This is an optimization exercise on Yosys and OpenROAD, whose aim is small area, a short achievable clock period and few clock cycles per item, not a production implementation.
Only simulation tests tie the RTL to the original design; equivalence was not proved.
Power is estimated from default activity; no workload was simulated.

==> inputs of v24 <==
==> flow/design.v <==
`timescale 1ns / 1ps
`default_nettype none
package swm_pkg;
    localparam int WINDOW_MAX   = 32;
    localparam int SAMPLE_WIDTH = 32;
    localparam int WLEN_W = 7;
    localparam int IDX_W = 5;
    localparam int CNT_W = 6;
    localparam int MID = 15;
endpackage
`default_nettype wire
`timescale 1ns / 1ps
`default_nettype none
module swm_cell
(
    input  wire logic                              clk,
    input  wire logic                              rst_n,
    input  wire logic                              clear,
    input  wire logic                              hold_le,
    input  wire logic                              s_dn,
    input  wire logic                              s_own,
    input  wire logic                              s_up,
    input  wire logic                              s_x,
    input  wire logic [swm_pkg::SAMPLE_WIDTH-1:0]  x,
    input  wire logic [swm_pkg::IDX_W-1:0]         x_tag,
    input  wire logic                              d_x,
    input  wire logic [swm_pkg::SAMPLE_WIDTH-1:0]  dn_value,
    input  wire logic [swm_pkg::IDX_W-1:0]         dn_tag,
    input  wire logic                              dn_valid,
    input  wire logic                              d_dn,
    input  wire logic                              d_own,
    input  wire logic [swm_pkg::SAMPLE_WIDTH-1:0]  up_value,
    input  wire logic [swm_pkg::IDX_W-1:0]         up_tag,
    input  wire logic                              up_valid,
    input  wire logic                              d_up,
    output logic      [swm_pkg::SAMPLE_WIDTH-1:0]  value,
    output logic      [swm_pkg::IDX_W-1:0]         tag,
    output logic                                   valid,
    output logic                                   le,
    output logic      [swm_pkg::SAMPLE_WIDTH-1:0]  value_next
);
    localparam int W  = swm_pkg::SAMPLE_WIDTH;
    localparam int TW = swm_pkg::IDX_W;
    logic [TW-1:0] tag_next;
    logic          valid_next;
    logic          le_next;
    assign value_next = ({W{s_dn}}  & dn_value)
                      | ({W{s_own}} & value)
                      | ({W{s_up}}  & up_value)
                      | ({W{s_x}}   & x);
    assign tag_next   = ({TW{s_dn}}  & dn_tag)
                      | ({TW{s_own}} & tag)
                      | ({TW{s_up}}  & up_tag)
                      | ({TW{s_x}}   & x_tag);
    assign valid_next = (s_dn && dn_valid) || (s_own && valid) || (s_up && up_valid) || s_x;
    assign le_next    = (s_dn && d_dn) || (s_own && (hold_le ? le : d_own)) || (s_up && d_up) || (s_x && d_x);
    always_ff @(posedge clk or negedge rst_n)
    begin
        if (!rst_n)
        begin
            valid <= 1'b0;
        end
        else
        begin
            valid <= valid_next && !clear;
        end
    end
    always_ff @(posedge clk)
    begin
        value <= value_next;
        tag   <= tag_next;
        le    <= le_next;
    end
endmodule
`default_nettype wire
`timescale 1ns / 1ps
`default_nettype none
module swm_le
#(
    parameter int W = 32
)
(
    input  wire logic [W-1:0] a,
    input  wire logic [W-1:0] nb,
    output logic              le
);
    logic g, p;
    swm_cmp_node #(.W(W), .TOP(1)) u_root (.a(a), .nb(nb), .g(g), .p(p));
    assign le = !g;
endmodule
module swm_cmp_node
#(
    parameter int W   = 32,
    parameter int TOP = 0
)
(
    input  wire logic [W-1:0] a,
    input  wire logic [W-1:0] nb,
    output logic              g,
    output logic              p
);
    if (W == 1)
    begin : g_leaf
        if (TOP != 0)
        begin : g_sign
            assign g = !a[0] && !nb[0];
            assign p = !a[0] || !nb[0];
        end
        else
        begin : g_mag
            assign g = a[0] && nb[0];
            assign p = a[0] || nb[0];
        end
    end
    else
    begin : g_node
        localparam int WL = W / 2;
        localparam int WH = W - WL;
        logic g_h, p_h, g_l, p_l;
        swm_cmp_node #(.W(WH), .TOP(TOP)) u_h (.a(a[W-1:WL]), .nb(nb[W-1:WL]), .g(g_h), .p(p_h));
        swm_cmp_node #(.W(WL), .TOP(0))   u_l (.a(a[WL-1:0]), .nb(nb[WL-1:0]), .g(g_l), .p(p_l));
        assign g = g_h || (p_h && g_l);
        assign p = p_h && p_l;
    end
endmodule
`default_nettype wire
`timescale 1ns / 1ps
`default_nettype none
module swm_out_stage
(
    input  wire logic                              clk,
    input  wire logic                              rst_n,
    input  wire logic                              vn,          
    input  wire logic                              vb,          
    input  wire logic                              vn_next,
    input  wire logic                              vb_next,
    input  wire logic                              emit,        
    input  wire logic [swm_pkg::SAMPLE_WIDTH-1:0]  mid_next,    
    output logic                                   apply,       
    output logic                                   ready,       
    output logic                                   in_ready,
    output logic                                   out_valid,
    input  wire logic                              out_ready,
    output logic      [swm_pkg::SAMPLE_WIDTH-1:0]  out_median
);
    localparam int W = swm_pkg::SAMPLE_WIDTH;
    logic pend, pend_next;
    logic full_reg;                 
    logic alive;                    
    logic newres, head_free, load_head;
    assign newres    = apply && emit;
    assign head_free = !full_reg || out_ready;
    assign load_head = head_free && (pend || newres);
    assign pend_next = (pend || newres) && !head_free;
    assign ready     = alive && !(vn && vb && pend);
    always_ff @(posedge clk or negedge rst_n)
    begin
        if (!rst_n)
        begin
            pend      <= 1'b0;
            apply     <= 1'b0;
            alive     <= 1'b0;
            full_reg  <= 1'b0;
            out_valid <= 1'b0;
            in_ready  <= 1'b0;
        end
        else
        begin
            pend      <= pend_next;
            apply     <= vb_next && !pend_next;
            alive     <= 1'b1;
            full_reg  <= load_head || (full_reg && !out_ready);
            out_valid <= load_head || (out_valid && !out_ready);
            in_ready  <= !(vn_next && vb_next && pend_next);
        end
    end
    logic [W-1:0] med_keep;
    logic         keep_valid;
    always_ff @(posedge clk or negedge rst_n)
    begin
        if (!rst_n)
            keep_valid <= 1'b0;
        else
            keep_valid <= load_head || (keep_valid && !out_ready);
    end
    always_ff @(posedge clk)
    begin
        if (keep_valid && !out_ready)
            med_keep <= med_keep;
        else
            med_keep <= mid_next;
        if (full_reg && !out_ready)
            out_median <= med_keep;
        else
            out_median <= mid_next;
    end
endmodule
`default_nettype wire
`timescale 1ns / 1ps
`default_nettype none
module sliding_window_median_core
(
    input  wire logic        clk,
    input  wire logic        rst_n,
    input  wire logic        s_axis_tvalid,
    output logic             s_axis_tready,
    input  wire logic [31:0] s_axis_tdata,    
    output logic             m_axis_tvalid,
    input  wire logic        m_axis_tready,
    output logic [31:0]      m_axis_tdata,    
    input  wire logic        cfg_wr_en,
    input  wire logic [6:0]  cfg_wr_data      
);
    localparam int N  = swm_pkg::WINDOW_MAX;
    localparam int W  = swm_pkg::SAMPLE_WIDTH;
    localparam int TW = swm_pkg::IDX_W;
    localparam int CW = swm_pkg::CNT_W;
    localparam int M  = swm_pkg::MID;
    logic [W-1:0]  xn_reg, xb_reg;
    logic          vn_reg, vb_reg;
    logic          cfg_reg;
    logic [6:0]    cfg_d_reg;
    logic [CW-1:0] cfg_keff;
    logic          in_take, apply, ready, b_free, vn_next, vb_next;
    always_comb
    begin
        if (cfg_d_reg == '0)
            cfg_keff = CW'(1);
        else if (cfg_d_reg > 7'(N))
            cfg_keff = CW'(N);
        else
            cfg_keff = CW'(cfg_d_reg);
    end
    assign in_take = s_axis_tvalid && ready;
    assign b_free  = !vb_reg || apply;
    assign vb_next = b_free ? vn_reg : vb_reg;
    assign vn_next = in_take || (vn_reg && !b_free);
    always_ff @(posedge clk or negedge rst_n)
    begin
        if (!rst_n)
        begin
            vn_reg  <= 1'b0;
            vb_reg  <= 1'b0;
            cfg_reg <= 1'b0;
        end
        else
        begin
            vn_reg  <= vn_next;
            vb_reg  <= vb_next;
            cfg_reg <= cfg_wr_en;
        end
    end
    always_ff @(posedge clk)
    begin
        if (ready)
            xn_reg <= s_axis_tdata;
        if (b_free)
            xb_reg <= xn_reg;
        if (cfg_wr_en)
            cfg_d_reg <= cfg_wr_data;
    end
    logic [CW-1:0] k_reg, fill_reg, k_next, fill_next;
    logic [TW-1:0] ptr_reg, ptr_next;
    logic [M-1:0]  pad_reg;        
    logic [M-1:0]  pad_new;
    logic          full, emit;     
    logic [TW-1:0] ev_tag;         
    logic [TW-1:0] ev_tag_next;
    logic [TW-1:0] ev_tag1;        
    always_comb
    begin
        for (int i = 0; i < M; i++)
            pad_new[i] = (CW'(2 * (M + 1 - i)) > cfg_keff + CW'(1));
    end
    always_comb
    begin
        k_next    = k_reg;
        fill_next = fill_reg;
        ptr_next  = ptr_reg;
        if (cfg_reg)
        begin
            k_next    = cfg_keff;
            fill_next = '0;
        end
        else if (apply)
        begin
            ptr_next = ptr_reg + TW'(1);
            if (!full)
                fill_next = fill_reg + CW'(1);
        end
    end
    always_comb
    begin
        ev_tag_next = ev_tag;
        if (cfg_reg)
            ev_tag_next = ptr_reg;
        else if (apply && full)
            ev_tag_next = ev_tag + TW'(1);
    end
    always_ff @(posedge clk or negedge rst_n)
    begin
        if (!rst_n)
        begin
            k_reg    <= CW'(3);
            fill_reg <= '0;
            ptr_reg  <= '0;
            pad_reg  <= {1'b0, {(M-1){1'b1}}};
            full     <= 1'b0;
            emit     <= 1'b0;
            ev_tag   <= '0;
            ev_tag1  <= '0;
        end
        else
        begin
            k_reg    <= k_next;
            fill_reg <= fill_next;
            ptr_reg  <= ptr_next;
            if (cfg_reg)
                pad_reg <= pad_new;
            full     <= (fill_next == k_next);
            emit     <= (fill_next == k_next) || (fill_next + CW'(1) == k_next);
            ev_tag   <= ev_tag_next;
            ev_tag1  <= (fill_next == k_next) ? ev_tag_next + TW'(1) : ev_tag_next;
        end
    end
    logic [N-1:0][W-1:0]  value, value_next;
    logic [N-1:0][TW-1:0] tag;
    logic [N-1:0]         valid;
    logic [N-1:0]         cle;       
    logic [N:0]           le;        
    logic [N+1:0]         d;         
    logic                 d_x;       
    logic [N-1:0]         h;         
    logic [TW-1:0]        q_pos;     
    logic                 q_ins;     
    logic                 q_ev;      
    logic [TW-1:0]        old_pos;   
    logic [N-1:0]         evo;       
    logic [N-1:0]         ev_le;     
    logic [N-1:0]         s_dn, s_own, s_up, s_x;
    logic [W-1:0]         nxn;       
    assign nxn = ~xn_reg;
    assign le[N]   = 1'b0;
    assign d[0]    = 1'b0;
    assign d[N+1]  = 1'b0;
    swm_le #(.W(W)) u_le_x (.a(xb_reg), .nb(nxn), .le(d_x));
    for (genvar i = 0; i < N; i++)
    begin : g_cmp
        logic is_pad;
        if (i < M)
        begin : g_pad
            assign is_pad = pad_reg[i];
        end
        else
        begin : g_nopad
            assign is_pad = 1'b0;
        end
        swm_le #(.W(W)) u_le (.a(value[i]), .nb(nxn), .le(d[i+1]));
        assign le[i]  = is_pad || (valid[i] && cle[i]);
        assign h[i]   = valid[i] && (tag[i] == ev_tag1);
    end
    logic [TW-1:0] q_dn, q_up;
    always_comb
    begin
        q_pos = '0;
        q_dn  = '0;
        q_up  = '0;
        q_ins = 1'b0;
        q_ev  = 1'b0;
        for (int i = 0; i < N; i++)
        begin
            q_pos = q_pos | (h[i] ? TW'(i) : TW'(0));
            q_dn  = q_dn  | (h[i] ? TW'(i - 1) : TW'(0));
            q_up  = q_up  | (h[i] ? TW'(i + 1) : TW'(0));
            q_ins = q_ins | (h[i] && !cle[i]);
            if (i > 0)
                q_ev = q_ev | (h[i] && evo[i-1]);
        end
    end
    always_ff @(posedge clk)
    begin
        if (apply)
        begin
            if (k_reg == CW'(1))
                old_pos <= TW'(M);
            else if (q_ins && !q_ev)
                old_pos <= q_up;
            else if (q_ev && !q_ins)
                old_pos <= q_dn;
            else
                old_pos <= q_pos;
        end
    end
    for (genvar i = 0; i < N; i++)
    begin : g_evo
        assign evo[i] = full && (old_pos <= TW'(i));
    end
    for (genvar i = 0; i < N; i++)
    begin : g_cell
        logic dn_le, dn_ev;
        logic [W-1:0]  up_value, dn_value;
        logic [TW-1:0] up_tag, dn_tag;
        logic          up_valid, dn_valid;
        assign ev_le[i] = evo[i] ? le[i+1] : le[i];
        if (i == 0)
        begin : g_bot
            assign dn_le    = 1'b1;
            assign dn_ev    = 1'b0;
            assign dn_value = '0;
            assign dn_tag   = '0;
            assign dn_valid = 1'b0;
        end
        else
        begin : g_dn
            assign dn_le    = ev_le[i-1];
            assign dn_ev    = evo[i-1];
            assign dn_value = value[i-1];
            assign dn_tag   = tag[i-1];
            assign dn_valid = valid[i-1];
        end
        if (i == N - 1)
        begin : g_top
            assign up_value = '0;
            assign up_tag   = '0;
            assign up_valid = 1'b0;
        end
        else
        begin : g_up
            assign up_value = value[i+1];
            assign up_tag   = tag[i+1];
            assign up_valid = valid[i+1];
        end
        assign s_up[i]  = apply && ev_le[i] && evo[i];
        assign s_x[i]   = apply && !ev_le[i] && dn_le;
        assign s_dn[i]  = apply && !ev_le[i] && !dn_le && !dn_ev;
        assign s_own[i] = !(s_up[i] || s_x[i] || s_dn[i]);
        swm_cell u_cell (
            .clk        (clk),
            .rst_n      (rst_n),
            .clear      (cfg_reg),
            .hold_le    (vb_reg && !apply),
            .s_dn       (s_dn[i]),
            .s_own      (s_own[i]),
            .s_up       (s_up[i]),
            .s_x        (s_x[i]),
            .x          (xb_reg),
            .x_tag      (ptr_reg),
            .d_x        (d_x),
            .dn_value   (dn_value),
            .dn_tag     (dn_tag),
            .dn_valid   (dn_valid),
            .d_dn       (d[i]),
            .d_own      (d[i+1]),
            .up_value   (up_value),
            .up_tag     (up_tag),
            .up_valid   (up_valid),
            .d_up       (d[i+2]),
            .value      (value[i]),
            .tag        (tag[i]),
            .valid      (valid[i]),
            .le         (cle[i]),
            .value_next (value_next[i])
        );
    end
    swm_out_stage u_out (
        .clk        (clk),
        .rst_n      (rst_n),
        .vn         (vn_reg),
        .vb         (vb_reg),
        .vn_next    (vn_next),
        .vb_next    (vb_next),
        .emit       (emit),
        .mid_next   (value_next[M]),
        .apply      (apply),
        .ready      (ready),
        .in_ready   (s_axis_tready),
        .out_valid  (m_axis_tvalid),
        .out_ready  (m_axis_tready),
        .out_median (m_axis_tdata)
    );
endmodule
`default_nettype wire
==> flow/flow/run.sh <==
#!/bin/bash
# Standard layout, with the timing repair steps aiming for a shorter path
# than the 12 ns clock asks for (the clock and constraints stay as given).
set -euo pipefail
bash standard.sh SETUP_SLACK_MARGIN=8.1 finish > standard.log 2>&1
==> flow/standard.sh <==
#!/bin/bash
# synth_recipe.tcl (not shown) runs the flow's synth.tcl, then flattens the netlist and writes it again
# the make line also repeats each setting of config.mk as NAME=value (left out here)
make -C /OpenROAD-flow-scripts/flow DESIGN_CONFIG=/design/flow/config.mk WORK_HOME=/design/flow/orfs CLKGATE_MAP_FILE= SYNTH_SCRIPT=/design/flow/synth_recipe.tcl "${@:-finish}"
==> flow/config.mk <==
export PLATFORM = sky130hd
export DESIGN_NAME = sliding_window_median_core
export DESIGN_NICKNAME = sliding_window_median_core
export VERILOG_FILES = /design/flow/design.v
export SDC_FILE = /design/flow/constraint.sdc
export NUM_CORES = 4
export LEC_CHECK = 0
export CAP_MARGIN = 20
export CORE_MARGIN = 2
export CORE_UTILIZATION = 30
export PLACE_DENSITY = 0.45
export SLEW_MARGIN = 20
==> flow/constraint.sdc <==
create_clock -name core_clock -period 12.0 [get_ports {clk}]
set_input_delay 2.4000 -clock core_clock [delete_from_list [all_inputs] [get_ports {clk}]]
set_output_delay 2.4000 -clock core_clock [all_outputs]
set_load 0.01 [all_outputs]
==> inputs of v2, as changes to v24 <==
==> flow/flow/run.sh (replaced) <==
#!/bin/bash
# Standard layout, with the timing repair steps aiming for a shorter path
# than the 12 ns clock asks for (the clock and constraints stay as given).
set -euo pipefail
bash standard.sh SETUP_SLACK_MARGIN=8.4 finish > standard.log 2>&1
Settings changed: ABC_AREA set to 1, CORE_UTILIZATION 30 to 35, PLACE_DENSITY 0.45 to 0.5.
==> inputs of v10, as changes to v24 <==
==> flow/flow/run.sh (replaced) <==
#!/bin/bash
# Standard layout, with the timing repair steps aiming for a shorter path
# than the 12 ns clock asks for (the clock and constraints stay as given).
set -euo pipefail
bash standard.sh SETUP_SLACK_MARGIN=8.15 finish > standard.log 2>&1
Settings changed: ABC_AREA set to 1, CORE_UTILIZATION 30 to 35, PLACE_DENSITY 0.45 to 0.5.
==> run summary <==
|  | v24 | v2 | v10 |
|---|---|---|---|
| Status | finished clean | finished clean | finished clean |
| Detailed router's first-iteration violation count | 18300 | 12400 | 12100 |
| Max-slew headroom at the worst pin | 24.2% | 26.9% | 17.9% |
| Routability-driven placement congestion ratio | 0.963 | 1.02 | 1.02 |
| Syn nets | 9608 | 12600 | 12600 |
| Path length in cells of the critical path | 11 | 1 | 1 |
| Tightest hold margin | 469 ps | 446 ps | 443 ps |
| Finished layout cell area | 89500 µm² | 93500 µm² | 92900 µm² |
| Part of the cycle the worst path needs | 32.9% | 32.6% | 32.6% |
| Sequential Power Share | 39.6% | 32.0% | 32.3% |
| Multi-input combinational gate total | 6832 | 9190 | 9189 |
| Switching portion of total power | 48.3% | 51.9% | 52.0% |
| Number of antenna violations at the first check in global routing | 19 | 32 | 40 |
| Vias per Instance | 6.62 | 6.18 | 6.19 |
| Pwr per Cell Area | 299 nW/µm² | 317 nW/µm² | 317 nW/µm² |
Testbench counts of v24, summed over its fixed seeds: cycles 14,431, items 12,557.
Testbench counts of v2, summed over its fixed seeds: cycles 14,431, items 12,557.
Testbench counts of v10, summed over its fixed seeds: cycles 14,431, items 12,557.

==> separate check: timing with driven ports <==
How much do the figures lean on ideal ports? The routed layouts below were timed once more, with nothing changed but the port constraints.
Step 1: set_driving_cell puts a clkbuf_16 on clk and a buf_2 on each other input, an assumption about the parent block.
Step 2 moves the port delays by t, midway between the first and last clock arrival at a register: inputs arrive t later, outputs are due t later. That takes back most of the time a late clock gives input paths.
Three values: no drivers, after step 1, after step 2; two values: the first two.
run	t, ns	setup slack, ns	hold slack, ns	worst register clock-pin slew, ns
v24	0.953	8.056 / 7.981 / 7.708	0.469 / 0.469 / 0.469	0.07 / 0.07
v2	0.945	8.082 / 7.982 / 7.733	0.446 / 0.446 / 0.446	0.07 / 0.07
v10	0.947	8.088 / 7.987 / 7.557	0.443 / 0.443 / 0.443	0.07 / 0.07
After both steps every run listed still meets setup and hold. For v10, which loses most, drivers alone change the setup slack by -0.101 ns; drivers and shift together by -0.531 ns.
